From an optimization exercise on the open Yosys and OpenROAD flow, aimed at small area, a short achievable clock period and few clock cycles per item; shortcuts taken in it are not production practice. At most, simulation tests tie the RTL to the original design; equivalence was not proved. The RTL of runs 4 to 6 was laid out without a check of its function. Power and IR drop assume default switching activity.

==> flow/design.v <==
package bap_pkg;
   localparam logic [7:0] NameLimitReset = 8'd30;
   localparam int QueueDepth = 2;
   typedef enum logic [1:0] {PH_LEN, PH_TYPE, PH_DATA, PH_STOP} phase_type;
   localparam logic [4:0] K_FLAGS = 5'd0, K_UUID16 = 5'd1, K_UUID32 = 5'd2,
      K_U128LO = 5'd3, K_U128HI = 5'd4, K_SNAME = 5'd5, K_NAME = 5'd6,
      K_TXPWR = 5'd7, K_CLASS = 5'd8, K_DEVID = 5'd9, K_APPEAR = 5'd10,
      K_COMPANY = 5'd11, K_MANUF = 5'd12, K_HASH = 5'd13, K_RAND = 5'd14,
      K_UNKNOWN = 5'd15, K_BLKEND = 5'd16;
   localparam logic [3:0] C_NONE = 4'd0, C_FLAGS = 4'd1, C_TXPWR = 4'd2, C_UUID16 = 4'd3,
      C_UUID32 = 4'd4, C_U128 = 4'd5, C_SNAME = 4'd6, C_NAME = 4'd7, C_CLASS = 4'd8,
      C_HASH = 4'd9, C_RAND = 4'd10, C_DEVID = 4'd11, C_APPEAR = 4'd12, C_MANUF = 4'd13;
   typedef struct packed {
      logic       rec_valid;
      logic [3:0] kind;
      logic       half;
      logic [7:0] lo;
      logic [3:0] mask;      
      logic       end_valid;
      logic [1:0] end_status;
      logic [6:0] num;
   } entry_type;
   localparam int EntryBits = 28;
   function automatic logic type_is_known(input logic [7:0] t);
      type_is_known = (t >= 8'h01 && t <= 8'h0A) || (t >= 8'h0D && t <= 8'h10) ||
             (t >= 8'h14 && t <= 8'h19) || (t >= 8'h1F && t <= 8'h21) ||
             (t == 8'hFF);
   endfunction
   function automatic logic [3:0] type_class(input logic [7:0] t);
      case (t)
         8'h01: type_class = C_FLAGS;
         8'h0A: type_class = C_TXPWR;
         8'h02, 8'h03: type_class = C_UUID16;
         8'h04, 8'h05: type_class = C_UUID32;
         8'h06, 8'h07: type_class = C_U128;
         8'h08: type_class = C_SNAME;
         8'h09: type_class = C_NAME;
         8'h0D: type_class = C_CLASS;
         8'h0E: type_class = C_HASH;
         8'h0F: type_class = C_RAND;
         8'h10: type_class = C_DEVID;
         8'h19: type_class = C_APPEAR;
         8'hFF: type_class = C_MANUF;
         default: type_class = C_NONE;
      endcase
   endfunction
   function automatic logic lt8(input logic [7:0] a, input logic [7:0] b);
      logic r;
      r = 1'b0;
      for (int i = 0; i < 8; i++) r = (!a[i] && b[i]) || (!(a[i] ^ b[i]) && r);
      lt8 = r;
   endfunction
   function automatic logic [7:0] inc8(input logic [7:0] a);
      logic c;
      c = 1'b1;
      for (int i = 0; i < 8; i++) begin
         inc8[i] = a[i] ^ c;
         c = c && a[i];
      end
   endfunction
   function automatic logic [7:0] dec8(input logic [7:0] a);
      logic c;
      c = 1'b1;
      for (int i = 0; i < 8; i++) begin
         dec8[i] = a[i] ^ c;
         c = c && !a[i];
      end
   endfunction
endpackage
module bap_front (
   input  logic               clock,
   input  logic               reset,
   input  logic               req_valid,
   output logic               req_stall,
   input  logic [16:0]        req_data,
   output logic               csr_ready,
   input  logic [7:0]         name_limit,
   output logic               rsp_valid,
   input  logic               rsp_stall,
   output logic [78:0]        rsp_data
);
   logic full, pop, wide_pend, wide_take, pop_ok, wide_ok, push, wide_push, h_recend;
   bap_pkg::entry_type ent;
   logic [63:0] acc;
   logic       in_v, in_first, in_lz, in_l1, in_bz, in_dneg, in_known, in_pre, in_nm;
   logic [7:0] in_b, in_lm1, in_d;
   logic [3:0] in_cls;
   bap_pkg::phase_type phase_ff;
   logic [7:0] offs_ff, rem_ff, pos_ff;
   logic [6:0] cnt_ff;
   logic [1:0] stat_ff;
   logic [3:0] cls_ff;
   logic nz_ff, drec_ff, nmn_ff;
   logic go, accept, wstall, name_ok;
   function automatic logic [2:0] lane_of(input logic [3:0] c, input logic [7:0] ps);
      if (c == bap_pkg::C_UUID16) lane_of = {2'b00, ps[0]};
      else if (c == bap_pkg::C_UUID32) lane_of = {1'b0, ps[1:0]};
      else lane_of = ps[2:0];
   endfunction
   function automatic logic keep_of(input logic [3:0] c, input logic [7:0] ps);
      case (c)
         bap_pkg::C_UUID16, bap_pkg::C_UUID32, bap_pkg::C_U128: keep_of = 1'b1;
         bap_pkg::C_CLASS, bap_pkg::C_HASH, bap_pkg::C_RAND, bap_pkg::C_DEVID:
            keep_of = (ps[7:4] == 4'd0);
         bap_pkg::C_APPEAR, bap_pkg::C_MANUF: keep_of = (ps[7:1] == 7'd0);
         default: keep_of = 1'b0;
      endcase
   endfunction
   logic [2:0] lane;
   logic kw;
   assign lane = lane_of(cls_ff, pos_ff);
   assign kw = keep_of(cls_ff, pos_ff);
   logic wblock, st_reg, st_if;
   assign wblock = wide_pend && !in_first && nz_ff;
   assign wstall = wblock && !wide_take;
   assign go = in_v && !wstall && (!full || pop);
   assign st_reg = in_v && (wblock || (full && h_recend));
   assign st_if = in_v && full;
   bap_stall u_stall (.st_reg(st_reg), .st_if(st_if), .rsp_stall(rsp_stall),
                      .req_stall(req_stall));
   assign accept = req_valid && !req_stall;
   assign csr_ready = !in_v;
   assign name_ok = bap_pkg::lt8(pos_ff, name_limit);
   logic [8:0] dfull;
   assign dfull = {1'b0, req_data[8:1]} - 9'd1 - {1'b0, req_data[16:9]};
   always_ff @(posedge clock) begin
      if (reset) in_v <= 1'b0;
      else if (accept) in_v <= 1'b1;
      else if (go) in_v <= 1'b0;
   end
   always_ff @(posedge clock) begin
      if (accept) begin
         in_first <= req_data[0];
         in_b <= req_data[16:9];
         in_lm1 <= bap_pkg::dec8(req_data[8:1]);
         in_lz <= (req_data[8:1] == 8'd0);
         in_l1 <= (req_data[8:1] == 8'd1);
         in_bz <= (req_data[16:9] == 8'd0);
         in_d <= dfull[7:0];
         in_dneg <= dfull[8];
         in_known <= bap_pkg::type_is_known(req_data[16:9]);
         in_cls <= bap_pkg::type_class(req_data[16:9]);
         in_pre <= !in_v;
         in_nm <= name_ok;
      end
   end
   bap_pkg::phase_type ph;
   logic [7:0] rem, ps;
   logic [6:0] cn, cm1;
   logic [1:0] st;
   logic [3:0] cls;
   logic       act, endb, nm, stop2, is_name, rec, wide, half, drec_n, nmn_n, nz_n;
   logic [3:0] kind, mask;
   always_comb begin
      act = !in_lz && (in_first || !bap_pkg::lt8(in_lm1, offs_ff));
      endb = !in_lz && (in_first ? in_l1 : (offs_ff == in_lm1));
      stop2 = in_dneg || (!in_first && bap_pkg::lt8(in_d, offs_ff));
      nm = in_pre ? in_nm : nmn_ff;
      is_name = (cls_ff == bap_pkg::C_SNAME) || (cls_ff == bap_pkg::C_NAME);
      ph = in_first ? bap_pkg::PH_LEN : phase_ff;
      cn = in_first ? 7'd0 : cnt_ff;
      cm1 = 7'(bap_pkg::dec8({1'b0, cnt_ff}));
      rem = rem_ff;
      ps = pos_ff;
      st = stat_ff;
      cls = cls_ff;
      rec = 1'b0;
      kind = 4'(bap_pkg::K_UNKNOWN);
      wide = 1'b0;
      half = 1'b0;
      drec_n = 1'b0;
      nmn_n = 1'b0;
      nz_n = 1'b0;
      case (ph)
         bap_pkg::PH_LEN: begin
            if (in_bz) begin
               ph = bap_pkg::PH_STOP; st = 2'd1;
            end else if (stop2) begin
               ph = bap_pkg::PH_STOP; st = 2'd2;
            end else begin
               cn = 7'(bap_pkg::inc8({1'b0, cn}));
               rem = in_b; ph = bap_pkg::PH_TYPE;
            end
         end
         bap_pkg::PH_TYPE: begin
            ps = 8'd0;
            rem = bap_pkg::dec8(rem_ff);
            cls = in_cls;
            if ((in_cls == bap_pkg::C_HASH || in_cls == bap_pkg::C_RAND) && (rem_ff[7:5] == 3'd0) && (!rem_ff[4] || rem_ff[3:0] == 4'd0))
               cls = bap_pkg::C_NONE;
            rec = !in_known;
            ph = (rem_ff != 8'd1) ? bap_pkg::PH_DATA : bap_pkg::PH_LEN;
            drec_n = (in_cls == bap_pkg::C_FLAGS) || (in_cls == bap_pkg::C_TXPWR);
            nmn_n = (name_limit != 8'd0);
         end
         bap_pkg::PH_DATA: begin
            rec = drec_ff || (is_name && nm);
            case (cls_ff)
               bap_pkg::C_FLAGS: kind = 4'(bap_pkg::K_FLAGS);
               bap_pkg::C_TXPWR: kind = 4'(bap_pkg::K_TXPWR);
               bap_pkg::C_UUID16: begin kind = 4'(bap_pkg::K_UUID16); wide = 1'b1; end
               bap_pkg::C_UUID32: begin kind = 4'(bap_pkg::K_UUID32); wide = 1'b1; end
               bap_pkg::C_U128: begin
                  kind = pos_ff[3] ? 4'(bap_pkg::K_U128HI) : 4'(bap_pkg::K_U128LO);
                  wide = 1'b1;
               end
               bap_pkg::C_SNAME: kind = 4'(bap_pkg::K_SNAME);
               bap_pkg::C_NAME: kind = 4'(bap_pkg::K_NAME);
               bap_pkg::C_CLASS: begin kind = 4'(bap_pkg::K_CLASS); wide = 1'b1; end
               bap_pkg::C_HASH: begin kind = 4'(bap_pkg::K_HASH); wide = 1'b1; half = pos_ff[3]; end
               bap_pkg::C_RAND: begin kind = 4'(bap_pkg::K_RAND); wide = 1'b1; half = pos_ff[3]; end
               bap_pkg::C_DEVID: begin kind = 4'(bap_pkg::K_DEVID); wide = 1'b1; end
               bap_pkg::C_APPEAR: begin kind = 4'(bap_pkg::K_APPEAR); wide = 1'b1; end
               bap_pkg::C_MANUF: begin
                  wide = (pos_ff[7:1] == 7'd0);
                  kind = wide ? 4'(bap_pkg::K_COMPANY) : 4'(bap_pkg::K_MANUF);
               end
               default: ;
            endcase
            case (cls_ff)
               bap_pkg::C_UUID16: drec_n = !pos_ff[0];
               bap_pkg::C_UUID32: drec_n = (pos_ff[1:0] == 2'd2);
               bap_pkg::C_U128: drec_n = (pos_ff[2:0] == 3'd6) && (pos_ff[3] || rem_ff[7:4] != 4'd0 || (rem_ff[3] && rem_ff[2:1] != 2'd0));
               bap_pkg::C_CLASS: drec_n = (pos_ff == 8'd1);
               bap_pkg::C_HASH, bap_pkg::C_RAND: drec_n = (pos_ff == 8'd6) || (pos_ff == 8'd14);
               bap_pkg::C_DEVID: drec_n = (pos_ff == 8'd6);
               bap_pkg::C_APPEAR: drec_n = (pos_ff == 8'd0);
               bap_pkg::C_MANUF: drec_n = 1'b1;
               default: drec_n = 1'b0;
            endcase
            case (cls_ff)
               bap_pkg::C_UUID16: nz_n = !pos_ff[0];
               bap_pkg::C_UUID32: nz_n = (pos_ff[1:0] != 2'd3);
               bap_pkg::C_U128: nz_n = (pos_ff[2:0] != 3'd7);
               bap_pkg::C_CLASS, bap_pkg::C_HASH, bap_pkg::C_RAND, bap_pkg::C_DEVID:
                  nz_n = (pos_ff[7:4] == 4'd0) && (pos_ff[3:0] != 4'd15) && (pos_ff[2:0] != 3'd7);
               bap_pkg::C_APPEAR, bap_pkg::C_MANUF: nz_n = (pos_ff == 8'd0);
               default: nz_n = 1'b0;
            endcase
            if (rem_ff == 8'd1) nz_n = 1'b0;
            ps = bap_pkg::inc8(pos_ff);
            nmn_n = bap_pkg::lt8(ps, name_limit);
            rem = bap_pkg::dec8(rem_ff);
            if (rem_ff == 8'd1) ph = bap_pkg::PH_LEN;
         end
         default: ;
      endcase
      mask[0] = rec && wide;
      mask[1] = rec && wide && (cls_ff == bap_pkg::C_UUID32 || cls_ff == bap_pkg::C_U128 ||
                        cls_ff == bap_pkg::C_CLASS || cls_ff == bap_pkg::C_HASH ||
                        cls_ff == bap_pkg::C_RAND || cls_ff == bap_pkg::C_DEVID);
      mask[2] = rec && wide && (cls_ff == bap_pkg::C_UUID32 || cls_ff == bap_pkg::C_U128 ||
                        cls_ff == bap_pkg::C_HASH || cls_ff == bap_pkg::C_RAND ||
                        cls_ff == bap_pkg::C_DEVID);
      mask[3] = rec && wide && (cls_ff == bap_pkg::C_U128 || cls_ff == bap_pkg::C_HASH ||
                        cls_ff == bap_pkg::C_RAND || cls_ff == bap_pkg::C_DEVID);
      ent.rec_valid = rec;
      ent.kind = kind;
      ent.half = half;
      ent.lo = wide ? acc[7:0] : in_b;
      ent.mask = mask;
      ent.end_valid = endb;
      ent.end_status = (ph == bap_pkg::PH_STOP) ? st :
                       ((ph == bap_pkg::PH_LEN) ? 2'd0 : 2'd2);
      ent.num = rec ? cm1 : cn;
   end
   assign push = go && ((act && rec) || endb);
   assign wide_push = go && act && rec && wide;
   always_ff @(posedge clock) begin
      if (reset) begin
         phase_ff <= bap_pkg::PH_LEN; offs_ff <= '0; cnt_ff <= '0; nz_ff <= 1'b0;
      end else if (go) begin
         if (act) begin
            phase_ff <= ph; offs_ff <= in_first ? 8'd1 : bap_pkg::inc8(offs_ff); cnt_ff <= cn;
            nz_ff <= nz_n;
         end else if (in_first) begin
            phase_ff <= bap_pkg::PH_LEN; offs_ff <= '0; cnt_ff <= '0; nz_ff <= 1'b0;
         end
      end
   end
   always_ff @(posedge clock) begin
      if (go && act) begin
         rem_ff <= rem; pos_ff <= ps; stat_ff <= st; cls_ff <= cls;
         drec_ff <= drec_n; nmn_ff <= nmn_n;
      end
   end
   logic in_data;
   assign in_data = !in_first && (phase_ff == bap_pkg::PH_DATA);
   for (genvar k = 0; k < 8; k++) begin : g_acc
      always_ff @(posedge clock) begin
         if (go && in_data && kw && lane == 3'(k)) acc[8*k +: 8] <= in_b;
      end
   end
   localparam int D = bap_pkg::QueueDepth;
   logic [D-1:0][bap_pkg::EntryBits-1:0] q_ff;
   logic [D-1:0] occ_ff;            
   logic take, hrec;
   bap_pkg::entry_type h, h_next;
   logic [63:0] val;
   assign h = q_ff[0];
   assign full = occ_ff[D-1];
   assign rsp_valid = occ_ff[0];
   assign hrec = h.rec_valid;
   assign h_recend = h.rec_valid && h.end_valid;
   assign pop_ok = occ_ff[0] && !h_recend;
   assign wide_ok = occ_ff[0] && h.mask[0];
   assign take = occ_ff[0] && !rsp_stall;
   assign pop = pop_ok && !rsp_stall;
   assign wide_take = wide_ok && !rsp_stall;
   always_comb begin
      h_next = h;
      h_next.rec_valid = 1'b0;
      h_next.mask = '0;
      h_next.num = 7'(bap_pkg::inc8({1'b0, h.num}));
   end
   always_comb begin
      val[7:0] = hrec ? h.lo : {1'b0, h.num};
      val[15:8] = acc[15:8] & {8{h.mask[0]}};
      val[23:16] = acc[23:16] & {8{h.mask[1]}};
      val[31:24] = acc[31:24] & {8{h.mask[2]}};
      val[63:32] = acc[63:32] & {32{h.mask[3]}};
      rsp_data = {!hrec, hrec ? h.kind : 4'd0, val, hrec && h.half, hrec ? h.num : 7'd0,
                  hrec ? 2'd0 : h.end_status};
   end
   always_ff @(posedge clock) begin
      if (reset) begin
         occ_ff <= '0; wide_pend <= 1'b0;
      end else begin
         if (push && !pop) occ_ff <= {occ_ff[D-2:0], 1'b1};
         else if (pop && !push) occ_ff <= {1'b0, occ_ff[D-1:1]};
         wide_pend <= wide_push || (wide_pend && !wide_take);
      end
   end
   logic [D-1:0] wr_here;
   always_comb begin
      for (int i = 0; i < D; i++) begin
         if (pop) wr_here[i] = (i + 1 < D) ? occ_ff[i] && !occ_ff[(i + 1) % D] : occ_ff[i];
         else wr_here[i] = (i == 0) ? !occ_ff[0] : occ_ff[(i + D - 1) % D] && !occ_ff[i];
      end
   end
   always_ff @(posedge clock) begin
      for (int i = 0; i < D; i++) begin
         if (wr_here[i]) q_ff[i] <= ent;
         else if (pop) begin
            if (i + 1 < D) q_ff[i] <= q_ff[(i + 1) % D];
         end else if (i == 0 && take) q_ff[0] <= h_next;
      end
   end
endmodule
module bap_stall (
   input  logic st_reg,
   input  logic st_if,
   input  logic rsp_stall,
   output logic req_stall
);
   assign req_stall = st_reg || (rsp_stall && st_if);
endmodule
module ble_ad_structure_parser (
   input  logic             clock,
   input  logic             reset,
   input  logic             req_valid,
   output logic             req_stall,
   input  logic [16:0]      req_data,    
   output logic             rsp_valid,
   input  logic             rsp_stall,
   output logic [78:0]      rsp_data,    
   input  logic             csr_valid,
   output logic             csr_ready,
   input  logic [7:0]       csr_data
);
   logic [7:0] limit_ff;
   always_ff @(posedge clock) begin
      if (reset) limit_ff <= bap_pkg::NameLimitReset;
      else if (csr_valid && csr_ready) limit_ff <= csr_data;
   end
   bap_front u_front (.clock(clock), .reset(reset), .req_valid(req_valid),
                      .req_stall(req_stall), .req_data(req_data), .csr_ready(csr_ready),
                      .name_limit(limit_ff), .rsp_valid(rsp_valid), .rsp_stall(rsp_stall),
                      .rsp_data(rsp_data));
endmodule
==> flow/flow/run.sh <==
#!/bin/bash
# Standard layout, with the port buffers inserted before placement made of
# sky130_fd_sc_hd__buf_2 cells instead of the buffer buffer_ports picks by
# default, and without the adder-extraction step in synthesis (ABC maps the
# arithmetic as plain gates).
set -euo pipefail
export BUFFER_PORTS_ARGS="-buffer_cell sky130_fd_sc_hd__buf_2"
export ADDER_MAP_FILE=
bash standard.sh > standard_flow.log 2>&1
==> flow/standard.sh <==
#!/bin/bash
# synth_recipe.tcl (not shown) runs the flow's synth.tcl, then flattens the netlist and writes it again
# the make line also repeats each setting of config.mk as NAME=value (left out here)
make -C /OpenROAD-flow-scripts/flow DESIGN_CONFIG=/design/flow/config.mk WORK_HOME=/design/flow/orfs CLKGATE_MAP_FILE= SYNTH_SCRIPT=/design/flow/synth_recipe.tcl "${@:-finish}"
==> flow/config.mk <==
export PLATFORM = sky130hd
export DESIGN_NAME = ble_ad_structure_parser
export DESIGN_NICKNAME = ble_ad_structure_parser
export VERILOG_FILES = /design/flow/design.v
export SDC_FILE = /design/flow/constraint.sdc
export NUM_CORES = 4
export LEC_CHECK = 0
export CAP_MARGIN = 20
export CORE_MARGIN = 2
export CORE_UTILIZATION = 40
export CTS_BUF_LIST = sky130_fd_sc_hd__clkbuf_16
export CTS_CLUSTER_DIAMETER = 100
export CTS_CLUSTER_SIZE = 25
export SETUP_SLACK_MARGIN = 2.8
export SLEW_MARGIN = 20
export SYNTH_HIERARCHICAL = 1
export SYNTH_MINIMUM_KEEP_SIZE = 0
export TNS_END_PERCENT = 20
==> flow/constraint.sdc <==
create_clock -name core_clock -period 5.5 [get_ports {clock}]
set_input_delay 1.1000 -clock core_clock [delete_from_list [all_inputs] [get_ports {clock}]]
set_output_delay 1.1000 -clock core_clock [all_outputs]
set_load 0.01 [all_outputs]
==> results.json, run 1 <==
{
  "worstSkewPairLatency_ns": 0.48,
  "cp.buffers_inverters": 2,
  "hold_path.class": "reg2reg",
  "cp.arrival_ns": 1.70,
  "cts_tree": "yes",
  "dpl.hpwl_um": 18600,
  "synth.cell_area_um2": 11000,
  "area_growth_pct": 14.0,
  "io_pins": 112,
  "power_w": 0.00310,
  "clk_pin_slew_ns": 0.11,
  "crit_fanout": 9,
  "route.detailed.drc": 0,
  "grt_max_degree": 38,
  "synth_fp_nets": 1058,
  "cts_root_buf": "clkbuf_16",
  "drv_cap": 0,
  "die_w_um": 170,
  "gp_congestion": 0.838,
  "grt_pass1_wl_um": 41400,
  "crit_type": "reg2out",
  "core.rowCount": 60,
  "synth_flop_cell": "edfxtp_1",
  "synth_cell_types": 87,
  "numPortBuffers": 111,
  "cts_hold_buf": 0,
  "outcome": "complete, no violations",
  "cts.path.max_buffers": 3,
  "rrSetupSlack_ns": 2.85,
  "slew_headroom_pct": 30.2,
  "wl_um": 26800,
  "fin_area_um2": 12600,
  "synth_warnings": 8,
  "vias_per_cell": 5.58,
  "maxClockFrequency_ghz": 0.357,
  "synth-seq-cells": 210,
  "die_area_um2": 28900,
  "post_synth.cell_area_avg_um2": 10.7,
  "antenna_found_initial": 0,
  "finClkSkew_ns": 0.0213,
  "initial_utilization_pct": 40.8,
  "p_leak_nw": 4.64,
  "cp_top_family": "flip-flops",
  "cp-start-kind": "flop",
  "finalSetupViolCount": 0,
  "end_kind": "primary output",
  "ant_nets": 0,
  "grt_usage_pct": 18.0,
  "rsz0062_at_grt": "yes",
  "totalNegativeSetupSlack_ns": 0,
  "placed_cell_area_um2": 11900,
  "syn_inst": 1028,
  "drive_above_1_share_pct": 22.5,
  "nets": 1166,
  "critPathMaxStageDelay_ns": 0.37,
  "slowest_stage": "edfxtp_1",
  "ys_async_sr_fraction_pct": 0,
  "worstMarginPinSlew_ns": 1.05,
  "gr-total-overflow": 0,
  "fp.coreArea_um2": 27000,
  "cts-buffers-inserted": 12,
  "hold_viol": 0,
  "first_pass_iters": 5,
  "final.period_utilization_pct": 50.9,
  "die_h_um": 170,
  "diodes": 0,
  "synth-seq-area-share_pct": 54.5,
  "num_vias": 8260,
  "synth_edf_count": 180,
  "power_density_nw_per_um2": 247,
  "critPathRequiredTime_ns": 4.40,
  "min_period_ns": 2.80,
  "first_global_vias": 7302,
  "cts.sinks": 210,
  "wire_per_inst_um": 18.1,
  "ir_worst_vdd_mv": 0.137,
  "worstPathCellList": "buf_4 -> nand3b_1 -> a21oi_1 -> a21o_1 -> buf_2",
  "maxSlewViolCount": 0,
  "ctsHtreeMaxLevel": 1,
  "drtIter0Drc": 627
}
==> metal layers <==
layer  vias up  GRT usage, %  routed length [µm]
met3        26          2.16                1310
met1      3974          27.1               13100
met2       234          28.4               12000
met5         -             0                   0
met4         0          3.16                 328
li1       4026             -                   -
==> logic make-up after synthesis <==
| family | Yosys count | share of synthesized area [%] |
|---|---|---|
| simple gates | 406 | 19.5 |
| compound gates | 249 | 16.4 |
| flops | 210 | 54.5 |
| buf+inv | 97 | 3.71 |
| xor+xnor | 35 | 2.78 |
| mux | 22 | 2.18 |
| fa+ha+maj | 9 | 0.897 |
==> Yosys cell counts (6+ instances only) <==
| master | count | area share (%) |
|---|---|---|
| edfxtp_1 | 180 | 49 |
| nand2_1 | 81 | 2.8 |
| and2_1 | 75 | 4.3 |
| nor2_1 | 74 | 2.5 |
| a21oi_1 | 53 | 2.4 |
| o21ai_0 | 42 | 1.9 |
| clkbuf_1 | 37 | 1.3 |
| nor2b_1 | 35 | 2.0 |
| inv_1 | 33 | 1.1 |
| dfxtp_1 | 30 | 5.5 |
| xnor2_1 | 28 | 2.2 |
| nand2b_1 | 26 | 1.5 |
| nand3_1 | 26 | 1.2 |
| nor3_1 | 23 | 1.0 |
| a22o_1 | 21 | 1.7 |
| and3_1 | 18 | 1.0 |
| mux2_2 | 15 | 1.5 |
| a31oi_1 | 13 | 0.74 |
| buf_2 | 12 | 0.55 |
| nor4_1 | 12 | 0.68 |
| nand4_1 | 9 | 0.51 |
| o22ai_1 | 8 | 0.45 |
| a211oi_1 | 7 | 0.48 |
| a21oi_2 | 7 | 0.56 |
| inv_2 | 7 | 0.24 |
| maj3_2 | 7 | 0.72 |
| xor2_1 | 7 | 0.56 |
| mux2i_1 | 6 | 0.55 |
| o21a_1 | 6 | 0.41 |
==> area by class of cell <==
| class | instances | area [µm²] |
|---|---|---|
| inverter | 40 | 158 |
| timing repair buffer | 151 | 853 |
| sequential | 210 | 6010 |
| clock inverter | 4 | 27.5 |
| fill | 2564 | 14500 |
| multi-input combinational | 721 | 4760 |
| tap | 341 | 427 |
| clock buffer | 13 | 325 |
==> where the power goes <==
group / internal [W] / switching, W
sequential: 0.00180 / 0.0000604
clock: 0.000433 / 0.000502
combinational: 0.000126 / 0.000185
==> registers in the layout, summed over array words and instances, names as in the netlist, 7 cells and up <==
register         count
u_front.in_d         8
u_front.acc         64
u_front.cnt_ff       7
u_front.in_lm1       8
limit_ff             8
u_front.pos_ff       8
u_front.q_ff        56
u_front.rem_ff       8
u_front.in_b         8
u_front.offs_ff      8
==> worst min-delay path, stage by stage, from the launching register on <==
cell and delay, ns:
dfxtp_1 0.33, nand2_1 0.05, a21oi_1 0.05
==> cells in the final DEF, fill, tap and decap left out, types with 6 or more instances in the layout <==
master,instances
and3_1,17
xor2_1,7
inv_2,7
nand2b_1,25
o22ai_1,8
a22o_1,21
xnor2_1,28
nor4_1,12
nand4_1,9
o21a_1,6
and2_1,74
mux2i_1,6
nor2_1,71
buf_4,39
o21ai_0,38
nor3_1,22
dfxtp_1,30
nor2b_1,30
nand3_1,24
a21oi_2,7
a31oi_1,13
inv_1,33
maj3_2,7
mux2_2,15
buf_2,112
edfxtp_1,180
clkbuf_16,13
a21oi_1,52
nand2_1,80
o21ai_1,7
==> worst paths after layout <==
path / start / endpoint / depth (start not counted)
hold reg to reg: u_front.wide_pend$_SDFF_PP0_ / u_front.wide_pend$_SDFF_PP0_ / 2
hold / removal: u_front.wide_pend$_SDFF_PP0_ / u_front.wide_pend$_SDFF_PP0_ / 2
setup reg to reg: u_front.offs_ff[6]$_SDFFE_PP0P_ / u_front.rem_ff[4]$_DFFE_PP_ / 6
setup / recovery: u_front.in_first$_DFFE_PP_ / req_stall / 5
==> modules after synthesis (local to each module, per instance) <==
module                   flops+latches  cells inside
bap_stall                            0             1
ble_ad_structure_parser              8            32
bap_front                          202           995
==> what timing repair did <==
item / 4_1_cts / 5_1_grt
cloned: 0 / 0
pin swaps: 1 / 4
buffers inserted: 8 / 26
hold endpoints to repair: 0 / 0
endpoints found under the setup margin: 188 / 186
resized for setup: 9 / 11
==> stage by stage <==
| step | cells | util, % | worst slack, ns | hold WS [ns] |
|---|---|---|---|---|
| floorplan | 1028 | - | 2.67 | 0.432 |
| global placement | 1429 | 43.9 | 1.99 | 0.460 |
| detailed placement | 1429 | 43.9 | 1.93 | 0.445 |
| CTS | 1454 | 45.6 | 2.68 | 0.461 |
| global route | 1480 | 46.5 | 2.61 | 0.485 |
| finish | 1480 | 46.5 | 2.70 | 0.462 |
Testbench counts, summed over its fixed seeds: cycles 94,479, bytes 91,371.
==> run 2: changes to the inputs <==
--- a/flow/config.mk
+++ b/flow/config.mk
@@ -11,8 +11,7 @@
 export CTS_BUF_LIST = sky130_fd_sc_hd__clkbuf_16
 export CTS_CLUSTER_DIAMETER = 100
 export CTS_CLUSTER_SIZE = 25
-export SETUP_SLACK_MARGIN = 2.8
+export SETUP_SLACK_MARGIN = 3.0
 export SLEW_MARGIN = 20
 export SYNTH_HIERARCHICAL = 1
 export SYNTH_MINIMUM_KEEP_SIZE = 0
-export TNS_END_PERCENT = 20
==> run 2 against run 1 <==
  * Still clean on timing, DRC and antenna
  * Clock-buffer cell count is the same
  * Core utilization grew 3.4 points
  * Sequential share of layout area shrank 3.2 points
  * Largest cell class unchanged
==> results.json, run 2 <==
{
  "synth_area_leaders": "edfxtp_1, dfxtp_1, and2_1",
  "synth_edf_count": 180,
  "whs_path_depth": 2,
  "die_w_um": 170,
  "critPathMaxStageDelay_ns": 0.46,
  "final.period_utilization_pct": 51.0,
  "worstMarginPinSlew_ns": 1.04,
  "top_regs": "u_front.acc x64, u_front.q_ff x56",
  "power_w": 0.00326,
  "synth_cell_types": 87,
  "num_vias": 8362,
  "fp.coreArea_um2": 27000,
  "initial_utilization_pct": 40.8,
  "clk_pin_slew_ns": 0.11,
  "fill_cells": 2431,
  "rsz0062_at_grt": "yes",
  "seqCellArea_um2": 6010,
  "rrSetupSlack_ns": 2.76,
  "r2r_cells": 7,
  "antenna_found_initial": 0,
  "cp-start-kind": "flop",
  "hold_path.class": "reg2reg",
  "ctsHtreeMaxLevel": 1,
  "vias_per_cell": 5.52,
  "min_period_ns": 2.80,
  "layout_commonest_cell": "edfxtp_1",
  "largest_reg_flops": 64,
  "core.rowCount": 60,
  "layoutNonFillerInstCount": 1515,
  "synth.cell_area_um2": 11000,
  "numPortBuffers": 111,
  "synth_flop_cell": "edfxtp_1",
  "cts.path.max_buffers": 3,
  "cp.buffers_inverters": 1,
  "critPathRequiredTime_ns": 4.40,
  "fin_area_um2": 13500,
  "drive_above_1_share_pct": 29.0,
  "die_h_um": 170,
  "io_pins": 112,
  "ir_worst_vdd_mv": 0.206,
  "grt_pass1_wl_um": 41900,
  "yosysTopAreaCell": "edfxtp_1",
  "ant_nets": 0,
  "finClkSkew_ns": 0.0449,
  "wire_per_inst_um": 18.5,
  "cp_top_family": "flip-flops",
  "reg2reg_from": "u_front.phase_ff[1]$_SDFFE_PP0P_",
  "gr-total-overflow": 0,
  "dpl.hpwl_um": 18200,
  "route.detailed.drc": 0,
  "cts.sinks": 210,
  "maxClockFrequency_ghz": 0.357,
  "synth_fp_nets": 1058,
  "wl_um": 28000,
  "cts_tree": "yes",
  "syn_inst": 1028,
  "dp.cells": 1429,
  "synth_top_cell_area_share_pct": 49.1,
  "finalSetupViolCount": 0,
  "outcome": "complete, no violations",
  "ys_async_sr_fraction_pct": 0,
  "worstPathCellList": "and2_2 -> nand2_1 -> a21oi_2 -> a21o_1 -> buf_2",
  "regMostFlops": "u_front.acc",
  "totalNegativeSetupSlack_ns": 0,
  "power_density_nw_per_um2": 242,
  "synth-seq-area-share_pct": 54.5,
  "cp-endpoint": "req_stall",
  "maxSlewViolCount": 0,
  "cp.arrival_ns": 1.70,
  "grt_max_degree": 38,
  "drv_cap": 0,
  "reg2reg_to": "u_front.q_ff[5]$_DFFE_PP_",
  "die_area_um2": 28900,
  "placed_cell_area_um2": 12000,
  "multiInputGateArea_um2": 5010,
  "grt_usage_pct": 18.4,
  "post-route-util_pct": 49.8,
  "startpoint": "u_front.q_ff[27]$_DFFE_PP_",
  "synth_warnings": 8,
  "cp.depth": 5,
  "first_global_vias": 7464,
  "nets": 1201,
  "drtIter0Drc": 673,
  "synth.most_common_cell": "edfxtp_1",
  "crit_fanout": 4,
  "first_pass_iters": 5,
  "slew_headroom_pct": 30.2,
  "layout_common_cells": "edfxtp_1, nand2_1, buf_2",
  "hold_viol": 0,
  "end_kind": "primary output",
  "cts_root_buf": "clkbuf_16",
  "slowest_stage": "edfxtp_1",
  "post_synth.cell_area_avg_um2": 10.7,
  "synth-seq-cells": 210,
  "crit_type": "reg2out",
  "area_growth_pct": 22.3,
  "synthTopCellsByCount": "edfxtp_1, nand2_1, and2_1, nor2_1, a21oi_1",
  "p_leak_nw": 4.97,
  "gp_congestion": 0.880,
  "cts-buffers-inserted": 13,
  "worstSkewPairLatency_ns": 0.50,
  "diodes": 0
}
run 2: worst min path at each step:
stage,from,to,slack (ns)
6_report,u_front.wide_pend$_SDFF_PP0_,u_front.wide_pend$_SDFF_PP0_,0.48
5_1_grt,u_front.in_cls[2]$_DFFE_PP_,u_front.cls_ff[2]$_SDFFCE_PP0P_,0.47
4_1_cts,u_front.in_cls[2]$_DFFE_PP_,u_front.cls_ff[2]$_SDFFCE_PP0P_,0.47
3_5_place_dp,u_front.wide_pend$_SDFF_PP0_,u_front.wide_pend$_SDFF_PP0_,0.46
3_3_place_gp,u_front.wide_pend$_SDFF_PP0_,u_front.wide_pend$_SDFF_PP0_,0.45
2_1_floorplan,u_front.wide_pend$_SDFF_PP0_,u_front.wide_pend$_SDFF_PP0_,0.43
run 2: logic make-up (layout without fill, tap and decap cells):
group	after synthesis	after routing	share of synthesized area, %
DFF	210	210	54.5
and+or+nand+nor	406	406	19.5
muxes	22	22	2.18
buffers and inverters	97	243	3.71
adders and majority gates	9	9	0.897
xor gates and xnor gates	35	35	2.78
AOI/OAI and AO/OA	249	249	16.4
run 2: metal layers:
| metal | part of all wire (%) | global-route usage (%) | routed length, µm |
|---|---|---|---|
| met1 | 47 | 26.9 | 13300 |
| met2 | 46 | 29.4 | 12900 |
| met3 | 4.5 | 2.30 | 1270 |
| met4 | 1.9 | 3.72 | 518 |
| met5 | 0 | 0 | 0 |
run 2: layout make-up:
type / instances / area share (%)
Sequential cell: 210 / 44.6
Multi-Input combinational cell: 721 / 37.2
Timing Repair Buffer: 185 / 10.8
Tap cell: 341 / 3.17
Clock buffer: 13 / 2.42
Inverter: 40 / 1.17
Clock inverter: 5 / 0.585
run 2: worst register-to-register path: cells and delay by family, from the launching register on:
family / cells / cell delay, ns
buffers and inverters: 1 / 0.13
flip-flops: 1 / 0.48
AND/OR/NAND/NOR: 2 / 1.15
AO/OA/AOI/OAI: 4 / 0.71
run 2: what timing repair did:
item / in CTS / in global routing
cloned: 1 / 3
resized for setup: 18 / 122
hold buffers: 0 / 0
hold endpoints to repair: 0 / 0
endpoints found under the setup margin: 248 / 189
pin swaps: 5 / 15
buffers inserted: 25 / 39
run 2: stage by stage:
stage,hold WS (ns),setup slack (ns)
3_5_place_dp,0.459,2.26
6_report,0.479,2.70
5_1_grt,0.470,2.59
2_1_floorplan,0.432,2.68
4_1_cts,0.472,2.69
3_3_place_gp,0.449,2.29
run 2: Yosys stat by module, one instance, submodules excluded:
module,cells,area (µm²)
bap_stall,1,7.51
ble_ad_structure_parser,32,333
bap_front,995,10700
run 2: power breakdown:
part	switching, W	internal, W
Sequential	0.0000656	0.00180
Clock	0.000534	0.000497
Combinational	0.000199	0.000165
Total	0.000799	0.00246
==> run 3: changes to the inputs <==
--- a/flow/config.mk
+++ b/flow/config.mk
@@ -11,7 +11,7 @@
 export CTS_BUF_LIST = sky130_fd_sc_hd__clkbuf_16
 export CTS_CLUSTER_DIAMETER = 100
 export CTS_CLUSTER_SIZE = 25
-export SETUP_SLACK_MARGIN = 3.0
+export SETUP_SLACK_MARGIN = 2.8
 export SLEW_MARGIN = 20
 export SYNTH_HIERARCHICAL = 1
 export SYNTH_MINIMUM_KEEP_SIZE = 0
==> run 3 against run 2 <==
  * Wire length fell by 5.0%
  * Worst hold slack got worse by 0.014 ns
  * Sequential power barely moved
  * Clock-buffer cell count did not move
  * First-iteration DRC count fell by 1.2%
  * Worst setup slack improved by 0.073 ns
  * Area after synthesis did not move
  * Synthesized cell count did not move
  * Largest cell class unchanged
  * Sequential share of layout area rose by 3.1 points
  * Non-clock buffer count fell by 39
==> results.json, run 3 <==
{
  "outcome": "complete, no violations",
  "layout_common_cells": "edfxtp_1, buf_2, nand2_1",
  "grt_pass1_wl_um": 41000,
  "synth-seq-area-share_pct": 54.5,
  "maxClockFrequency_ghz": 0.366,
  "cts.path.max_buffers": 3,
  "synth_warnings": 8,
  "cts_tree": "yes",
  "synth_flop_cell": "edfxtp_1",
  "slowest_stage": "edfxtp_1",
  "p_leak_nw": 4.63,
  "route.detailed.drc": 0,
  "worstPathCellList": "buf_6 -> nand3b_1 -> a21oi_2 -> a21o_1 -> buf_2",
  "synth_top_family_by_area": "simple AND/OR/NAND/NOR gates",
  "synth-seq-cells": 210,
  "synth.cell_area_um2": 11000,
  "grt_max_degree": 38,
  "hold_path.class": "reg2reg",
  "wl_um": 26600,
  "num_vias": 8215,
  "cp.arrival_ns": 1.63,
  "regMostFlops": "u_front.acc",
  "synth_adder_area_share_pct": 0.897,
  "synth_top_cell_area_share_pct": 49.1,
  "numPortBuffers": 111,
  "wire_per_inst_um": 18.0,
  "io_pins": 112,
  "layout_commonest_cell": "edfxtp_1",
  "synth-simple-area-share_pct": 19.5,
  "seqCellArea_um2": 6010,
  "drive_above_1_share_pct": 22.5,
  "grt_usage_pct": 17.9,
  "area_growth_pct": 14.2,
  "gp_congestion": 0.857,
  "finalSetupViolCount": 0,
  "core.rowCount": 60,
  "crit_fanout": 2,
  "critPathMaxStageDelay_ns": 0.45,
  "ir_worst_vdd_mv": 0.166,
  "yosysTopAreaCell": "edfxtp_1",
  "fin_area_um2": 12600,
  "hold_viol": 0,
  "rrSetupSlack_ns": 2.92,
  "die_w_um": 170,
  "first_pass_iters": 5,
  "vias_per_cell": 5.57,
  "crit_type": "reg2out",
  "rsz0062_at_grt": "yes",
  "clk_pin_slew_ns": 0.11,
  "synth_area_leaders": "edfxtp_1, dfxtp_1, and2_1",
  "synth_edf_count": 180,
  "antenna_found_initial": 0,
  "gr-total-overflow": 0,
  "largest_reg_flops": 64,
  "die_h_um": 170,
  "power_density_nw_per_um2": 248,
  "critPathRequiredTime_ns": 4.40,
  "syn_inst": 1028,
  "initial_utilization_pct": 40.8,
  "nets": 1161,
  "die_area_um2": 28900,
  "ant_nets": 0,
  "placed_cell_area_um2": 11900,
  "drtIter0Drc": 665,
  "fill_cells": 2530,
  "worstMarginPinSlew_ns": 1.04,
  "worstSkewPairLatency_ns": 0.49,
  "diodes": 0,
  "synth.most_common_cell": "edfxtp_1",
  "multiInputGateArea_um2": 4810,
  "maxSlewViolCount": 0,
  "holdWs_ns": 0.465,
  "post_synth.cell_area_avg_um2": 10.7,
  "dpl.hpwl_um": 18300,
  "first_global_vias": 7363,
  "fp.coreArea_um2": 27000,
  "final.period_utilization_pct": 49.6,
  "synth.area.mux_share_pct": 2.18,
  "slew_headroom_pct": 30.5,
  "top_regs": "u_front.acc x64, u_front.q_ff x56",
  "cts-buffers-inserted": 12,
  "end_kind": "primary output",
  "synth_fp_nets": 1058,
  "synth_xor_area_share_pct": 2.78,
  "synth_cell_types": 87,
  "cts_hold_buf": 0,
  "finClkSkew_ns": 0.0311,
  "min_period_ns": 2.73,
  "ys_async_sr_fraction_pct": 0,
  "ctsHtreeMaxLevel": 1,
  "synthTopCellsByCount": "edfxtp_1, nand2_1, and2_1, nor2_1, a21oi_1",
  "cts.sinks": 210,
  "synth_compound_area_share_pct": 16.4,
  "cp-start-kind": "flop",
  "drv_cap": 0,
  "totalNegativeSetupSlack_ns": 0,
  "cts_root_buf": "clkbuf_16"
}
==> run 3: cell types whose count changed in the layout (fill, tap and decap cells not counted), moves of 4 or more <==
cell    previous run  this run
buf_4             61        32
mux2_2             9        15
mux2_4             6         0
and2_1            43        74
buf_12             4         0
buf_6             46         2
buf_2             71       112
and2_4            32         0
==> run 3: cell type report <==
class	instances	share of cell area (%)
sequential	210	47.8
multi-input combinational	721	38.2
timing repair buffer	146	6.55
tap	341	3.39
clock buffer	13	2.59
inverter	40	1.25
clock inverter	4	0.219
==> run 3: metal layers <==
metal | up-vias | share of wire [%] | global-route usage (%)
li1 | 4010 | - | -
met1 | 3918 | 47 | 26.0
met2 | 255 | 45 | 28.1
met3 | 32 | 5.7 | 2.67
met4 | 0 | 2.3 | 4.68
met5 | - | 0 | 0
==> run 3: Yosys stat by module, one instance, submodules excluded <==
module / copies in the design / area, µm²
ble_ad_structure_parser: 1 / 333
bap_stall: 1 / 7.51
bap_front: 1 / 10700
==> run 3: final timing paths <==
path,from,to,cells past startpoint
worst max register to register,u_front.pos_ff[4]$_SDFFCE_PN0P_,u_front.acc[37]$_DFFE_PP_,7
worst max-delay path,u_front.in_first$_DFFE_PP_,req_stall,5
worst min register to register,u_front.wide_pend$_SDFF_PP0_,u_front.wide_pend$_SDFF_PP0_,2
worst min-delay path,u_front.wide_pend$_SDFF_PP0_,u_front.wide_pend$_SDFF_PP0_,2
==> run 3: kinds of logic (layout without fill, tap and decap cells) <==
group,after synthesis,count (layout)
and+or+nand+nor,406,406
AOI/OAI and AO/OA,249,249
DFF,210,210
buffers and inverters,97,203
xor gates and xnor gates,35,35
muxes,22,22
adders and majority gates,9,9
==> run 3: stage by stage <==
step	worst slack (ns)	utilization [%]	std cells	power, W
after floorplan	2.68	-	1028	0.00208
after global placement	2.46	44.2	1430	0.00219
after detailed placement	2.40	44.2	1430	0.00219
after CTS	2.68	46.0	1461	0.00315
after global routing	2.68	46.5	1475	0.00324
final	2.77	46.5	1475	0.00312
==> run 3: repair_timing <==
item / 4_1_cts / 5_1_grt
gates cloned: 0 / 0
buffers inserted: 14 / 14
setup endpoints to repair: 221 / 101
pin swaps: 0 / 2
gates resized for setup: 10 / 12
==> run 3: report_power, final <==
| group | internal (W) | switching, W | total [W] |
|---|---|---|---|
| registers | 0.00180 | 0.0000604 | 0.00186 |
| logic | 0.000128 | 0.000188 | 0.000315 |
| clock network | 0.000435 | 0.000510 | 0.000945 |
| total | 0.00236 | 0.000758 | 0.00312 |
==> run 3: critical path: cells and delay by family (launching register included) <==
kind | cells | cell delay, ns
AOI/OAI and AO/OA | 2 | 0.25
buffers and inverters | 2 | 0.28
and+or+nand+nor | 1 | 0.18
DFF | 1 | 0.45
==> run 4: changes to the inputs <==
--- a/flow/design.v
+++ b/flow/design.v
@@ -45,26 +45,13 @@
       endcase
    endfunction
    function automatic logic lt8(input logic [7:0] a, input logic [7:0] b);
-      logic r;
-      r = 1'b0;
-      for (int i = 0; i < 8; i++) r = (!a[i] && b[i]) || (!(a[i] ^ b[i]) && r);
-      lt8 = r;
+      lt8 = a < b;
    endfunction
    function automatic logic [7:0] inc8(input logic [7:0] a);
-      logic c;
-      c = 1'b1;
-      for (int i = 0; i < 8; i++) begin
-         inc8[i] = a[i] ^ c;
-         c = c && a[i];
-      end
+      inc8 = a + 8'd1;
    endfunction
    function automatic logic [7:0] dec8(input logic [7:0] a);
-      logic c;
-      c = 1'b1;
-      for (int i = 0; i < 8; i++) begin
-         dec8[i] = a[i] ^ c;
-         c = c && !a[i];
-      end
+      dec8 = a - 8'd1;
    endfunction
 endpackage
 module bap_front (
==> run 4 against run 3 <==
  * Largest power group unchanged
  * Largest cell class unchanged
  * Core utilization is 1.6 points higher
  * Synthesized cell count down 3.2%
  * Sequential share of layout area up 0.16 points
  * Worst hold slack improved by 0.061 ns
  * Combinational power rose by 8.3%
  * Still clean on timing, DRC and antenna
  * Total power increased by 0.69%
  * Maximum frequency down 4.8%
==> results.json, run 4 <==
{
  "synth_flop_cell": "edfxtp_1",
  "outcome": "complete, no violations",
  "rsz0062_at_grt": "yes",
  "first_global_vias": 7390,
  "synth_top_cell_area_share_pct": 50.5,
  "min_period_ns": 2.87,
  "finClkSkew_ns": 0.0208,
  "pre_cts_slack_ns": 1.74,
  "cts-buffers-inserted": 12,
  "synth-seq-area-share_pct": 56.1,
  "wl_um": 25500,
  "nets": 1128,
  "totalNegativeSetupSlack_ns": 0,
  "syn_inst": 995,
  "fin_ws_ns": 2.63,
  "reg2reg_to": "u_front.in_nm$_DFFE_PP_",
  "gp_congestion": 0.861,
  "ctsHtreeMaxLevel": 1,
  "first_pass_iters": 5,
  "synth_fp_nets": 1025,
  "dpl.hpwl_um": 17100,
  "worstMarginPinSlew_ns": 1.02,
  "ys_async_sr_fraction_pct": 0,
  "synth_cell_types": 67,
  "drv_cap": 0,
  "end_kind": "flop",
  "slew_headroom_pct": 31.6,
  "maxClockFrequency_ghz": 0.349,
  "hold_start": "u_front.nz_ff$_SDFFE_PP0P_",
  "cts_tree": "yes",
  "worstSkewPairLatency_ns": 0.48,
  "maxSlewViolCount": 0,
  "synthTopCellsByCount": "edfxtp_1, nor2_1, and2_1, a21oi_1",
  "seqCellArea_um2": 6020,
  "synth_area_leaders": "edfxtp_1, dfxtp_1, and2_1",
  "post_synth.cell_area_avg_um2": 10.8,
  "die_h_um": 168,
  "core.rowCount": 59,
  "numPortBuffers": 111,
  "io_pins": 112,
  "cp.arrival_ns": 3.10,
  "gr-total-overflow": 0,
  "holdWs_ns": 0.526,
  "clk_pin_slew_ns": 0.10,
  "placed_cell_area_um2": 11600,
  "r2r_cells": 8,
  "drive_above_1_share_pct": 24.9,
  "initial_utilization_pct": 41.0,
  "ant_nets": 0,
  "vias_per_cell": 5.50,
  "cts.path.max_buffers": 3,
  "hold_path.class": "reg2reg",
  "whs_path_depth": 2,
  "wire_per_inst_um": 17.7,
  "route.detailed.drc": 0,
  "diodes": 0,
  "hold_viol": 0,
  "cts.sinks": 210,
  "die_area_um2": 28100,
  "post-route-util_pct": 48.1,
  "multiInputGateArea_um2": 4700,
  "rrSetupSlack_ns": 2.63,
  "grt_usage_pct": 17.9,
  "power_density_nw_per_um2": 250,
  "finalSetupViolCount": 0,
  "synth_edf_count": 180,
  "yosysTopAreaCell": "edfxtp_1",
  "synth-seq-cells": 210,
  "layout_commonest_cell": "edfxtp_1",
  "grt_max_degree": 38,
  "fill_cells": 2432,
  "fin_area_um2": 12600,
  "grt_pass1_wl_um": 40300,
  "crit_fanout": 2,
  "synth.cell_area_um2": 10700,
  "synth_warnings": 8,
  "crit_type": "reg2reg",
  "die_w_um": 168,
  "drtIter0Drc": 555,
  "critPathRequiredTime_ns": 5.74,
  "layout_common_cells": "edfxtp_1, buf_2, and2_1",
  "p_leak_nw": 4.62,
  "antenna_found_initial": 0,
  "num_vias": 7909,
  "fp.coreArea_um2": 26100,
  "reg2reg_from": "limit_ff[0]$_SDFFE_PP0P_",
  "largest_reg_flops": 64,
  "ir_worst_vdd_mv": 0.147,
  "synth.most_common_cell": "edfxtp_1",
  "area_growth_pct": 17.4,
  "cts_root_buf": "clkbuf_16",
  "final.period_utilization_pct": 52.1,
  "hold_path_end": "u_front.nz_ff$_SDFFE_PP0P_",
  "top_regs": "u_front.acc x64, u_front.q_ff x56",
  "regMostFlops": "u_front.acc",
  "cp-start-kind": "flop"
}
-- run 4: stage by stage --
step	power, W	cells
CTS	0.00316	1427
global route	0.00327	1439
global placement	0.00219	1381
floorplan	0.00209	995
finish	0.00314	1439
detailed placement	0.00220	1381
-- run 4: how the worst max path moves through the flow --
stage | start | depth (start not counted) | end | slack [ns]
6_report | limit_ff[0]$_SDFFE_PP0P_ | 8 | u_front.in_nm$_DFFE_PP_ | 2.63
3_5_place_dp | rsp_stall | 9 | u_front.acc[33]$_DFFE_PP_ | 1.74
4_1_cts | limit_ff[0]$_SDFFE_PP0P_ | 8 | u_front.in_nm$_DFFE_PP_ | 2.62
2_1_floorplan | u_front.pos_ff[1]$_SDFFCE_PN0P_ | 8 | u_front.in_nm$_DFFE_PP_ | 2.69
3_3_place_gp | rsp_stall | 9 | u_front.acc[33]$_DFFE_PP_ | 1.80
5_1_grt | u_front.pos_ff[0]$_SDFFCE_PN0P_ | 8 | u_front.in_nm$_DFFE_PP_ | 2.55
-- run 4: what timing repair did --
item / CTS / global route
gates resized for setup: 38 / 31
setup buffers: 24 / 12
hold buffers: 0 / 0
endpoints found under the setup margin: 210 / 126
cloned: 2 / 0
pin swaps: 8 / 9
-- run 4: where the power goes --
group / switching (W) / internal, W / total (W)
Clock: 0.000506 / 0.000436 / 0.000942
Combinational: 0.000191 / 0.000150 / 0.000341
Sequential: 0.0000607 / 0.00180 / 0.00186
Total: 0.000758 / 0.00238 / 0.00314
-- run 4: kinds of logic after synthesis --
logic type	after synthesis	share of synthesized area [%]
muxes	21	2.19
DFF	210	56.1
xor gates and xnor gates	48	3.93
adders and majority gates	16	1.58
buffers and inverters	97	3.54
and+or+nand+nor	364	17.9
AOI/OAI and AO/OA	239	14.7
-- run 4: Yosys stat by module, one instance, submodules excluded --
module	cells	cell area (µm²)	flops+latches
bap_front	962	10400	202
ble_ad_structure_parser	32	333	8
bap_stall	1	7.51	0
-- run 4: area by class of cell --
class	count	area share (%)
Tap cell	335	3.34
Clock inverter	7	0.289
Inverter	33	1.07
Timing Repair Buffer	152	7.40
Multi-Input combinational cell	689	37.4
Clock buffer	13	2.59
Sequential cell	210	47.9
-- run 4: critical path: stages, from the launching register on --
cell and delay (ns):
dfxtp_4 0.36, nor2b_1 0.13, maj3_2 0.30, maj3_2 0.30, maj3_2 0.31, maj3_2 0.32
maj3_2 0.31, maj3_2 0.30, maj3_2 0.31
-- run 4: routing by layer --
layer  routed length (µm)  global-route usage (%)  part of all wire [%]
met5                    0                       0                     0
met4                  440                    4.23                   1.7
met3                 1100                    1.89                   4.3
met2                11700                    28.4                    46
met1                12200                    26.4                    48
==> run 5: changes to the inputs <==
--- a/flow/design.v
+++ b/flow/design.v
@@ -45,13 +45,26 @@
       endcase
    endfunction
    function automatic logic lt8(input logic [7:0] a, input logic [7:0] b);
-      lt8 = a < b;
+      logic r;
+      r = 1'b0;
+      for (int i = 0; i < 8; i++) r = (!a[i] && b[i]) || (!(a[i] ^ b[i]) && r);
+      lt8 = r;
    endfunction
    function automatic logic [7:0] inc8(input logic [7:0] a);
-      inc8 = a + 8'd1;
+      logic c;
+      c = 1'b1;
+      for (int i = 0; i < 8; i++) begin
+         inc8[i] = a[i] ^ c;
+         c = c && a[i];
+      end
    endfunction
    function automatic logic [7:0] dec8(input logic [7:0] a);
-      dec8 = a - 8'd1;
+      logic c;
+      c = 1'b1;
+      for (int i = 0; i < 8; i++) begin
+         dec8[i] = a[i] ^ c;
+         c = c && !a[i];
+      end
    endfunction
 endpackage
 module bap_front (
@@ -97,8 +110,8 @@
    logic kw;
    assign lane = lane_of(cls_ff, pos_ff);
    assign kw = keep_of(cls_ff, pos_ff);
-   logic wblock, st_reg, st_if;
-   assign wblock = wide_pend && !in_first && nz_ff;
+   logic wblock, st_reg, st_if, vnf_ff;
+   assign wblock = wide_pend && vnf_ff && nz_ff;
    assign wstall = wblock && !wide_take;
    assign go = in_v && !wstall && (!full || pop);
    assign st_reg = in_v && (wblock || (full && h_recend));
@@ -111,9 +124,13 @@
    logic [8:0] dfull;
    assign dfull = {1'b0, req_data[8:1]} - 9'd1 - {1'b0, req_data[16:9]};
    always_ff @(posedge clock) begin
-      if (reset) in_v <= 1'b0;
-      else if (accept) in_v <= 1'b1;
-      else if (go) in_v <= 1'b0;
+      if (reset) begin
+         in_v <= 1'b0; vnf_ff <= 1'b0;
+      end else if (accept) begin
+         in_v <= 1'b1; vnf_ff <= !req_data[0];
+      end else if (go) begin
+         in_v <= 1'b0; vnf_ff <= 1'b0;
+      end
    end
    always_ff @(posedge clock) begin
       if (accept) begin
@@ -244,7 +261,7 @@
       ent.rec_valid = rec;
       ent.kind = kind;
       ent.half = half;
-      ent.lo = wide ? acc[7:0] : in_b;
+      ent.lo = !rec ? {1'b0, cn} : (wide ? acc[7:0] : in_b);
       ent.mask = mask;
       ent.end_valid = endb;
       ent.end_status = (ph == bap_pkg::PH_STOP) ? st :
@@ -299,9 +316,10 @@
       h_next.rec_valid = 1'b0;
       h_next.mask = '0;
       h_next.num = 7'(bap_pkg::inc8({1'b0, h.num}));
+      h_next.lo = {1'b0, h_next.num};
    end
    always_comb begin
-      val[7:0] = hrec ? h.lo : {1'b0, h.num};
+      val[7:0] = h.lo;
       val[15:8] = acc[15:8] & {8{h.mask[0]}};
       val[23:16] = acc[23:16] & {8{h.mask[1]}};
       val[31:24] = acc[31:24] & {8{h.mask[2]}};
==> run 5 against run 4 <==
  * Sequential power about the same
  * Area after synthesis up 0.91%
  * Critical path depth up 2
  * Critical path type is now in2reg
  * Critical endpoint is now u_front.in_dneg$_DFFE_PP_
==> results.json, run 5 <==
{
  "layout_commonest_cell": "edfxtp_1",
  "yosysTopAreaCell": "edfxtp_1",
  "seqCellArea_um2": 6030,
  "maxSlewViolCount": 0,
  "worstMarginPinSlew_ns": 0.895,
  "synth_xor_area_share_pct": 3.89,
  "grt_pass1_wl_um": 41900,
  "maxClockFrequency_ghz": 0.339,
  "crit_fanout": 4,
  "finalSetupViolCount": 0,
  "syn_inst": 1017,
  "area_growth_pct": 20.5,
  "ctsHtreeMaxLevel": 1,
  "end_kind": "flop",
  "fill_cells": 2460,
  "layout_common_cells": "edfxtp_1, buf_2, nor2_1",
  "synth_warnings": 8,
  "synth_area_leaders": "edfxtp_1, dfxtp_1, and2_1",
  "grt_usage_pct": 18.4,
  "num_vias": 8304,
  "crit_type": "in2reg",
  "synth.cell_area_um2": 10800,
  "rrSetupSlack_ns": 2.70,
  "top_regs": "u_front.acc x64, u_front.q_ff x56",
  "min_period_ns": 2.95,
  "synthTopCellsByCount": "edfxtp_1, nor2_1, and2_1, nand2_1, a21oi_1",
  "core.rowCount": 60,
  "die_area_um2": 28300,
  "synth_fp_nets": 1047,
  "ir_worst_vdd_mv": 0.163,
  "synth.area.mux_share_pct": 1.32,
  "ant_nets": 0,
  "finClkSkew_ns": 0.0183,
  "final.period_utilization_pct": 53.6,
  "synth-seq-cells": 211,
  "diodes": 0,
  "synth_edf_count": 180,
  "first_global_vias": 7552,
  "post-route-util_pct": 48.7,
  "synth_top_family_by_area": "simple AND/OR/NAND/NOR gates",
  "cts_root_buf": "clkbuf_16",
  "initial_utilization_pct": 40.4,
  "route.detailed.drc": 0,
  "totalNegativeSetupSlack_ns": 0,
  "cts.sinks": 211,
  "synth_cell_types": 77,
  "synth-simple-area-share_pct": 17.2,
  "die_w_um": 168,
  "cp-start-kind": "primary input",
  "hold_viol": 0,
  "wl_um": 27300,
  "die_h_um": 168,
  "synth_top_cell_area_share_pct": 50.1,
  "cts.path.max_buffers": 3,
  "synth.most_common_cell": "edfxtp_1",
  "synth_compound_area_share_pct": 16.5,
  "dpl.hpwl_um": 18100,
  "p_leak_nw": 4.85,
  "regMostFlops": "u_front.acc",
  "ys_async_sr_fraction_pct": 0,
  "drtIter0Drc": 635,
  "hold_path.class": "reg2reg",
  "critPathRequiredTime_ns": 5.73,
  "grt_max_degree": 38,
  "drv_cap": 0,
  "fp.coreArea_um2": 26700,
  "wire_per_inst_um": 18.2,
  "numPortBuffers": 111,
  "multiInputGateArea_um2": 4820,
  "worstSkewPairLatency_ns": 0.48,
  "cp.arrival_ns": 3.18,
  "first_pass_iters": 5,
  "outcome": "complete, no violations",
  "vias_per_cell": 5.53,
  "gr-total-overflow": 0,
  "gp_congestion": 0.842,
  "io_pins": 112,
  "rsz0062_at_grt": "yes",
  "synth_flop_cell": "edfxtp_1",
  "cts_tree": "yes",
  "post_synth.cell_area_avg_um2": 10.6,
  "clk_pin_slew_ns": 0.10,
  "synth-seq-area-share_pct": 55.8,
  "slew_headroom_pct": 40.2,
  "largest_reg_flops": 64,
  "power_density_nw_per_um2": 241,
  "drive_above_1_share_pct": 26.6,
  "antenna_found_initial": 0,
  "nets": 1185,
  "synth_adder_area_share_pct": 1.22,
  "cts-buffers-inserted": 12
}
==> run 5: power breakdown <==
group / switching (W) / internal, W / leakage [nW]
sequential: 0.0000632 / 0.00179 / 1.98
combinational: 0.000182 / 0.000142 / 2.67
clock: 0.000516 / 0.000438 / 0.199
==> run 5: critical path, stage by stage <==
cell      delay [ns]
buf_8           0.08
nor2b_4         0.15
nor2_2          0.05
o221ai_2        0.14
o21ai_2         0.09
maj3_2          0.32
maj3_2          0.32
maj3_2          0.31
maj3_2          0.33
maj3_2          0.29
==> run 5: layout make-up <==
class / count / area share [%]
sequential: 211 / 46.4
inverter: 38 / 1.20
tap: 341 / 3.28
clock inverter: 7 / 0.298
multi-input combinational: 707 / 37.1
clock buffer: 13 / 2.50
timing repair buffer: 185 / 9.29
==> run 5: cell families after synthesis <==
group | count (synthesis)
AO/OA/AOI/OAI | 267
buffers and inverters | 101
adder cells (fa/ha/maj) | 12
flip-flops | 211
XOR/XNOR | 48
AND/OR/NAND/NOR | 364
multiplexers | 14
==> run 5: Yosys stat by module (local to each module, per instance) <==
module,flops+latches,cells inside,copies in the design,area (µm²)
bap_stall,0,1,1,7.51
bap_front,203,984,1,10500
ble_ad_structure_parser,8,32,1,333
==> run 5: through the flow <==
step / area (µm²) / setup slack (ns) / cells / hold slack, ns / power, W
floorplan: 10900 / 2.05 / 1017 / 0.458 / 0.00206
global placement: 11600 / 1.89 / 1412 / 0.469 / 0.00215
detailed placement: 11600 / 1.85 / 1412 / 0.485 / 0.00215
CTS: 12500 / 2.54 / 1470 / 0.499 / 0.00312
global route: 13000 / 2.47 / 1502 / 0.540 / 0.00325
finish: 13000 / 2.55 / 1502 / 0.508 / 0.00313
==> run 5: metal layers <==
layer	track usage (%)	part of all wire, %	vias up
met3	2.21	4.9	35
met1	27.3	47	4025
li1	-	-	3993
met2	29.1	46	251
met4	3.86	1.9	0
met5	0	0	-
==> run 5: final timing paths <==
check	cells after the start	start	end
setup / recovery	10	req_data[1]	u_front.in_dneg$_DFFE_PP_
hold / removal	2	u_front.offs_ff[5]$_SDFFE_PP0P_	u_front.offs_ff[5]$_SDFFE_PP0P_
setup reg to reg	10	u_front.pos_ff[1]$_SDFFCE_PN0P_	u_front.in_nm$_DFFE_PP_
hold reg to reg	2	u_front.offs_ff[5]$_SDFFE_PP0P_	u_front.offs_ff[5]$_SDFFE_PP0P_
==> run 5: repair_timing <==
item | 4_1_cts | 5_1_grt
hold buffers | 0 | 0
gates resized for setup | 48 | 61
gates cloned | 1 | 1
endpoints found under the setup margin | 169 | 135
pin swaps | 19 | 44
buffers inserted | 37 | 31
==> run 6: changes to the inputs <==
--- a/flow/config.mk
+++ b/flow/config.mk
@@ -8,9 +8,7 @@
 export CAP_MARGIN = 20
 export CORE_MARGIN = 2
 export CORE_UTILIZATION = 40
-export CTS_BUF_LIST = sky130_fd_sc_hd__clkbuf_16
-export CTS_CLUSTER_DIAMETER = 100
-export CTS_CLUSTER_SIZE = 25
+export CTS_BUF_LIST = sky130_fd_sc_hd__clkbuf_4 sky130_fd_sc_hd__clkbuf_8
 export SETUP_SLACK_MARGIN = 2.8
 export SLEW_MARGIN = 20
 export SYNTH_HIERARCHICAL = 1
==> run 6 against run 5 <==
  * Flip-flop and latch count unchanged
  * Clock-buffer cell count increased by 42
  * Core utilization up 1.5 points
==> results.json, run 6 <==
{
  "outcome": "complete, no violations",
  "power_density_nw_per_um2": 269,
  "largest_reg_flops": 64,
  "vias_per_cell": 5.47,
  "top_regs": "u_front.acc x64, u_front.q_ff x56",
  "p_comb_share_pct": 9.0,
  "synth_edf_count": 180,
  "layout_common_cells": "edfxtp_1, buf_2, nor2_1",
  "synth.cell_area_um2": 10800,
  "post_synth.cell_area_avg_um2": 10.6,
  "totalNegativeSetupSlack_ns": 0,
  "clk_pin_slew_ns": 0.06,
  "maxSlewViolCount": 0,
  "core.rowCount": 60,
  "gp_congestion": 0.842,
  "ctsHtreeMaxLevel": 2,
  "regMostFlops": "u_front.acc",
  "synth_fp_nets": 1047,
  "cts_hold_buf": 0,
  "grt_pass1_wl_um": 42600,
  "crit_fanout": 4,
  "area_growth_pct": 24.1,
  "ir_worst_vdd_mv": 0.147,
  "ys_async_sr_fraction_pct": 0,
  "synth-seq-cells": 211,
  "nets": 1210,
  "cts_root_buf": "clkbuf_8",
  "fp.coreArea_um2": 26700,
  "first_pass_iters": 5,
  "swShare_pct": 24.4,
  "cts.path.max_buffers": 3,
  "cp.arrival_ns": 3.19,
  "cts-buffers-inserted": 37,
  "drv_cap": 0,
  "worstMarginPinSlew_ns": 0.910,
  "maxClockFrequency_ghz": 0.343,
  "grt_max_degree": 38,
  "diodes": 0,
  "synth_cell_types": 77,
  "synth-seq-area-share_pct": 55.8,
  "die_w_um": 168,
  "num_vias": 8472,
  "r2r_cells": 10,
  "route.detailed.drc": 0,
  "finClkSkew_ns": 0.0173,
  "finalSetupViolCount": 0,
  "cpMostUsedCell": "maj3_2",
  "wl_um": 27800,
  "critPathMaxStageDelay_ns": 0.33,
  "synth_flop_cell": "edfxtp_1",
  "slowest_stage": "maj3_2",
  "synth_warnings": 8,
  "p_sw_w": 0.000877,
  "initial_utilization_pct": 40.4,
  "die_area_um2": 28300,
  "wire_per_inst_um": 18.0,
  "slew_headroom_pct": 39.2,
  "pwr-share-seq_pct": 51.7,
  "grt_usage_pct": 18.8,
  "critPathRequiredTime_ns": 5.77,
  "synth.most_common_cell": "edfxtp_1",
  "hold_viol": 0,
  "drive_above_1_share_pct": 29.2,
  "min_period_ns": 2.91,
  "hold_path.class": "reg2reg",
  "p_clk_share_pct": 39.4,
  "p_int_w": 0.00272,
  "numPortBuffers": 111,
  "rsz0062_at_grt": "yes",
  "whs_path_depth": 2,
  "synthTopCellsByCount": "edfxtp_1, nor2_1, and2_1, nand2_1, a21oi_1",
  "worstPathCellList": "buf_8 -> nor2b_4 -> nor2_2 -> o221ai_2 -> o21ai_2 -> maj3_2 -> maj3_2 -> maj3_2 -> maj3_2 -> maj3_2",
  "end_kind": "flop",
  "die_h_um": 168,
  "cp_top_family": "adder cells",
  "drtIter0Drc": 624,
  "synth_area_leaders": "edfxtp_1, dfxtp_1, and2_1",
  "holdWs_ns": 0.494,
  "io_pins": 112,
  "cts_tree": "yes",
  "antenna_found_initial": 1,
  "p_leak_nw": 5.04,
  "dpl.hpwl_um": 18100,
  "gr-total-overflow": 0,
  "final.period_utilization_pct": 52.9,
  "worstSkewPairLatency_ns": 0.53,
  "cp.depth": 10,
  "syn_inst": 1017,
  "synth_top_cell_area_share_pct": 50.1,
  "yosysTopAreaCell": "edfxtp_1",
  "cp.buffers_inverters": 1,
  "fill_cells": 2447,
  "cp-start-kind": "primary input",
  "cts.sinks": 211,
  "crit_type": "in2reg",
  "first_global_vias": 7848,
  "layout_commonest_cell": "edfxtp_1",
  "ant_nets": 0
}
==> run 6: cell counts after synthesis <==
Identical to the previous run, type by type.
==> run 6: cells by family after synthesis <==
| group | count (synthesis) | synth area share, % |
|---|---|---|
| simple gates | 364 | 17.2 |
| compound gates | 267 | 16.5 |
| buf+inv | 101 | 4.04 |
| fa+ha+maj | 12 | 1.22 |
| mux | 14 | 1.32 |
| flops | 211 | 55.8 |
| xor+xnor | 48 | 3.89 |
==> run 6: stage by stage <==
stage / total power, W / util [%] / instance area, µm² / std cells / setup WS [ns]
3_5_place_dp: 0.00215 / 43.5 / 11600 / 1412 / 1.85
2_1_floorplan: 0.00206 / - / 10900 / 1017 / 2.05
3_3_place_gp: 0.00215 / 43.5 / 11600 / 1412 / 1.89
6_report: 0.00360 / 50.1 / 13400 / 1548 / 2.59
4_1_cts: 0.00360 / 48.0 / 12800 / 1514 / 2.60
5_1_grt: 0.00374 / 50.1 / 13400 / 1548 / 2.51
==> run 6: what timing repair did <==
| action | in CTS | in global routing |
|---|---|---|
| buffers inserted | 35 | 33 |
| resized for setup | 48 | 60 |
| pin swaps | 18 | 44 |
| cloned | 1 | 1 |
| setup endpoints to repair | 168 | 135 |
==> run 6: cell type report <==
| class | instances | area (µm²) | share of cell area [%] |
|---|---|---|---|
| Clock buffer | 55 | 669 | 5.00 |
| Clock inverter | 11 | 58.8 | 0.439 |
| Inverter | 38 | 150 | 1.12 |
| Multi-Input combinational cell | 707 | 4850 | 36.2 |
| Sequential cell | 211 | 6030 | 45.0 |
| Tap cell | 341 | 427 | 3.18 |
| Timing Repair Buffer | 185 | 1220 | 9.10 |
==> run 6: per-module statistics from Yosys (local to each module, per instance) <==
module	cells inside	cell area (µm²)
ble_ad_structure_parser	32	333
bap_front	984	10500
bap_stall	1	7.51
==> run 6: metal layers <==
| layer | vias up | global-route usage (%) | wire (µm) |
|---|---|---|---|
| li1 | 4065 | - | - |
| met3 | 59 | 3.13 | 1670 |
| met1 | 4078 | 27.1 | 12700 |
| met2 | 270 | 29.1 | 12700 |
| met5 | - | 0 | 0 |
| met4 | 0 | 5.96 | 779 |
==> run 6: path summary, 6_finish.rpt <==
kind,from,to,slack (ns)
worst min-delay path,u_front.offs_ff[5]$_SDFFE_PP0P_,u_front.offs_ff[5]$_SDFFE_PP0P_,0.49
worst min register to register,u_front.offs_ff[5]$_SDFFE_PP0P_,u_front.offs_ff[5]$_SDFFE_PP0P_,0.49
worst max-delay path,req_data[1],u_front.in_dneg$_DFFE_PP_,2.59
worst max register to register,u_front.pos_ff[1]$_SDFFCE_PN0P_,u_front.in_nm$_DFFE_PP_,2.69
==> run 6: power by group through the flow <==
stage               Sequential (W)  Clock (W)  Combinational (W)
finish                     0.00186    0.00142           0.000323
global route               0.00187    0.00152           0.000355
CTS                        0.00186    0.00145           0.000292
detailed placement         0.00189          0           0.000260
global placement           0.00189          0           0.000257
floorplan                  0.00186          0           0.000199
==> run 6: worst min-delay path, delay by kind of cell, from the launching register on <==
family	cells	cell delay (ns)
DFF	1	0.32
AOI/OAI and AO/OA	2	0.13

Re-timed with assumed drivers on the ports (clkbuf_16 on the clock, buf_2 on other inputs), run 6 has 2.577 ns of setup slack against 2.588 ns with ideal ports, and 2.014 ns once port delays also move by the mid clock arrival of 0.563 ns.
